Source: an optimization exercise on an open RTL-to-GDS flow (aim: small area, a short achievable clock period and few clock cycles per item). Production flows keep margins and buffers that such runs may drop.
Function was checked by simulation only, so behaviour that the tests miss may differ from the original.
Power is estimated from default activity; no workload was simulated.

## lattice_fermion_hop_sign
module lattice_fermion_hop_sign #(
    parameter int SITES         = 64,
    parameter int MAX_PARTICLES = 64
) (
    input  logic             clk,
    input  logic             rst_n,
    input  logic             in_valid,
    output logic             in_stall,
    input  lfhs_pkg::in_item_t  in_data,
    output logic             out_valid,
    input  logic             out_stall,
    output lfhs_pkg::out_item_t out_data,
    input  logic             cfg_write,
    input  logic             cfg_index,
    input  logic [lfhs_pkg::CFG_W-1:0] cfg_data
);
export LEC_CHECK = 0
export CAP_MARGIN = 20
export CORE_MARGIN = 2
export CORE_UTILIZATION = 60
export SETUP_SLACK_MARGIN = 2.5
export SLEW_MARGIN = 20
create_clock -name core_clock -period 5.0 [get_ports {clk}]
run.sh (not shown) runs the stock make flow with config.mk's settings and CLKGATE_MAP_FILE= SYNTH_SCRIPT=/design/flow/synth_recipe.tcl, a recipe that flattens the netlist after the stock synthesis.
The baseline went through all stages and came out clean.
Testbench counts at the start, summed over its fixed seeds: cycles 9,640, items 9,600.
Next try:
- CORE_UTILIZATION: 60 -> 70
Outcome: The new run went through all stages and came out clean; routed wire length rose by 1.4%; core utilization rose by 12 points; sequential power barely changes; final area stays flat.


== v22 ==
Another version of the RTL of lattice_fermion_hop_sign (not shown whole).
For scale: roughly 3300 cells after synthesis, about 1200 flip-flops, roughly 35 I/O pins.
## lattice_fermion_hop_sign
module lattice_fermion_hop_sign #(
    parameter int SITES         = 64,
    parameter int MAX_PARTICLES = 64
) (
    input  logic             clk,
    input  logic             rst_n,
    input  logic             in_valid,
    output logic             in_stall,
    input  lfhs_pkg::in_item_t  in_data,
    output logic             out_valid,
    input  logic             out_stall,
    output lfhs_pkg::out_item_t out_data,
    input  logic             cfg_write,
    input  logic             cfg_index,
    input  logic [lfhs_pkg::CFG_W-1:0] cfg_data
);
    localparam int NS  = 64;
    localparam int SW  = 6;
    localparam int CW  = lfhs_pkg::CNT_W;
    localparam int QD  = 5;
    localparam int PMX = 6;
    logic                 in_accept;
    logic                 r1_v;
    lfhs_pkg::in_item_t   r1_d;
    logic [7:0]           r1_row;
    logic [15:0]          r1_col;
    logic                 r2_v;
    logic                 r2_sp;
    logic                 r2_hop;
    logic [SW-1:0]        r2_p;
    logic [SW-1:0]        r2_s;
    logic [SW-1:0]        r2_o;
    logic                 r2_fm;
    logic [SW-1:0]        r2_fv;
    logic                 r2_m;
    logic                 r2_occ_up;
    logic                 r2_occ_dn;
    logic                 r3_v;
    logic                 r3_chg;
    logic                 r3_sp;
    logic                 r3_hop;
    logic [SW-1:0]        r3_s;
    logic [SW-1:0]        r3_o;
    logic [NS-1:0]        r3_mask;
    logic                 r3_corr;
    logic                 r3_occ_up;
    logic                 r3_occ_dn;
    logic                 r3_err_part;
    logic                 r3_err_lim;
    logic [SW:0]          r3_waddr;
    logic                 r4_v;
    logic                 r4_chg;
    logic                 r4_sp;
    logic                 r4_hop;
    logic                 r4_corr;
    logic                 r4_par_up;
    logic                 r4_par_dn;
    logic                 r4_occ_up;
    logic                 r4_occ_dn;
    logic                 r4_err_part;
    logic                 r4_err_lim;
    logic [7:0]           r4_wrow;
    logic [15:0]          r4_wcol;
    logic [SW-1:0]        r4_s;
    logic [NS-1:0]        occ_up_reg;
    logic [NS-1:0]        occ_dn_reg;
  ...
Settings: LEC_CHECK=0, CAP_MARGIN=20, CORE_MARGIN=2, CORE_UTILIZATION=60, CTS_CLUSTER_DIAMETER=70, CTS_CLUSTER_SIZE=30, SETUP_SLACK_MARGIN=2.5, SLEW_MARGIN=20; clock period 5.0 ns.
v22: done, clean on timing, DRC and antenna
Testbench counts of v22, summed over its fixed seeds: cycles 9,640, items 9,600.
#### Input delta (v49 over v22)
- putting TNS_END_PERCENT at 5 where nothing was set
--- outcome ---
Detailed route wirelength on metal2 essentially unchanged between v22 and v49. v22 → v49: fraction of power consumed by the clock network roughly the same; delay of the slowest cell on the worst path now sits higher; reported combinational group power roughly the same; final setup violation count about even; final weighted congestion of routability-driven global placement ~0 delta. | CTS clock-pin slew for the worst setup and hold paths | v22 vs v49 | ≈ equal |. The share of the final layout cell area in multi-input gates was comparable across v22 and v49. v49 vs. v22: pre-CTS setup slack held steady; number of non-clock inverters picked up an extra 1.
Inputs modified between v49 and v6:
- swapping 2.5 for 2.6 in SETUP_SLACK_MARGIN
Results
- Comparing v6 and v49, the higher ratio of final minimum period to clock period was measured on v6.
- In terms of multi-input logic portion of the cell area, v49 and v6 differ only marginally.
- v6 and v49 ended up with nearly the same area of combinational cells with multiple inputs.
Setup changes, v6 to v35
- changing CTS_CLUSTER_SIZE from 30 to 25
- changing CTS_CLUSTER_DIAMETER from 70 to 60
- changing SETUP_SLACK_MARGIN from 2.6 to 2.5
- changing CORE_UTILIZATION from 60 to 65
--- outcome ---
Changes observed in v35 relative to v6: final clock period utilization by the worst path now larger; post-layout instance area now larger; clock power now larger.
Proportion of cell area occupied by multi-input gates ends up lower on v35.
Count of clock-buffer cells in the layout (v35 over v6): increase, 25


Setup of job 8551:
lattice_fermion_hop_sign again, from the RTL that the note above started with.
==> flow/config.mk <==
export PLATFORM = sky130hd
export DESIGN_NAME = lattice_fermion_hop_sign
export DESIGN_NICKNAME = lattice_fermion_hop_sign
export VERILOG_FILES = /design/flow/design.v
export SDC_FILE = /design/flow/constraint.sdc
export NUM_CORES = 4
export LEC_CHECK = 0
export CAP_MARGIN = 20
export CORE_MARGIN = 2
export CORE_UTILIZATION = 60
export CTS_CLUSTER_DIAMETER = 60
export CTS_CLUSTER_SIZE = 25
export SETUP_SLACK_MARGIN = 2.5
export SLEW_MARGIN = 20
==> flow/constraint.sdc <==
create_clock -name core_clock -period 5.0 [get_ports {clk}]
set_input_delay 1.0000 -clock core_clock [delete_from_list [all_inputs] [get_ports {clk}]]
set_output_delay 1.0000 -clock core_clock [all_outputs]
set_load 0.01 [all_outputs]
Testbench counts of job 8551, summed over its fixed seeds: cycles 9,640, items 9,600.
The inputs of job 450 differ from those of job 8551 as listed below.
- removing CTS_CLUSTER_SIZE (formerly 25)
- removing CTS_CLUSTER_DIAMETER (formerly 60)
[summary]
- In the tables for job 450 and job 8551, number of ordinary and repair buffers in the finished layout reads lower with job 8551.
- Diff job 8551 -> job 450 | maximum operating frequency | decrease of 1.4%
- Area used by sequential logic in the layout delta (job 8551 -> job 450): insignificant
- Looking only at routed wire length, and setting everything else aside, the lower value of job 450 and job 8551 goes to job 8551.
- Reported for job 450 and job 8551, total setup violations reported at the end of the flow turned out identical to the last digit.
- Job 450 vs job 8551 — number of clock buffers inserted by TritonCTS climbed by more than half
- Side by side, share of total power in combinational logic turned out lower in job 450 than in job 8551.
- Headroom to the max-slew limit was higher in the run labelled job 8551.
- Re multi-input combinational cell count: no difference whatsoever between job 450 and job 8551.
- Lower share of the final layout cell area in multi-input gates goes to job 450 over job 8551.
- Diff job 8551 -> job 450 | total power consumption of the routed design | up by a little under 10%
#### Input delta (job 2470 over job 450)
- CTS_CLUSTER_SIZE now 25, previously not set
- SETUP_SLACK_MARGIN now 2.7, was 2.5
- CTS_CLUSTER_DIAMETER now 60, previously not set
- TNS_END_PERCENT now 5, previously not set
Global-route usage is lower on job 2470
Total number of nets in the final design | job 2470 below job 450
Per the comparison of job 2470 with job 450, portion of total power attributed to the clock network has decreased, cell depth of the worst flop-to-flop path now smaller, post-route cell area has decreased.
Looking at fraction of the cycle the final worst path needs, job 2470 sits above job 450.
Comparing job 450 and job 2470, the lower setup slack is on job 2470.
Job 2470 reached the final stage; the timing, DRC and antenna checks on its layout passed.
Job 2470 ended up with a higher combinational power than job 450 did.

port drivers added, routing unchanged:
Ports are ideal in the flow. The routed layouts listed here were re-timed in OpenROAD.
Step 1, drivers: a clkbuf_16 drives clk and a buf_2 each remaining input, both assumed.
Step 2 times the ports against the registers' clock, not the clock port: input delays grow and output delays shrink by t, the midpoint of the rising clock arrivals with the driver on.
Slacks: no drivers / after step 1 / after step 2; pairs: no drivers / after step 1.
run | t (ns) | setup WS [ns] | hold WS [ns]
the first run of note 1 | 0.746 | 2.358 / 2.358 / 2.241 | 0.326 / 0.326 / 0.326
the second run of note 1 | 0.758 | 2.306 / 2.306 / 2.114 | 0.325 / 0.325 / 0.325
v22 | 0.723 | 2.422 / 2.422 / 1.904 | 0.341 / 0.341 / 0.341
v49 | 0.722 | 2.361 / 2.313 / 1.811 | 0.342 / 0.342 / 0.342
v6 | 0.723 | 2.322 / 2.319 / 1.828 | 0.342 / 0.342 / 0.342
v35 | 0.710 | 2.313 / 2.313 / 1.818 | 0.336 / 0.330 / 0.346
job 8551 | 0.714 | 2.428 / 2.428 / 2.232 | 0.341 / 0.341 / 0.341
job 450 | 0.759 | 2.392 / 2.392 / 1.795 | 0.320 / 0.320 / 0.320
job 2470 | 0.702 | 2.339 / 2.266 / 2.051 | 0.333 / 0.333 / 0.333
After both steps setup and hold are still met in every run listed. For job 450, which loses most, drivers alone change the setup slack by 0.000 ns; drivers and shift together by -0.597 ns.
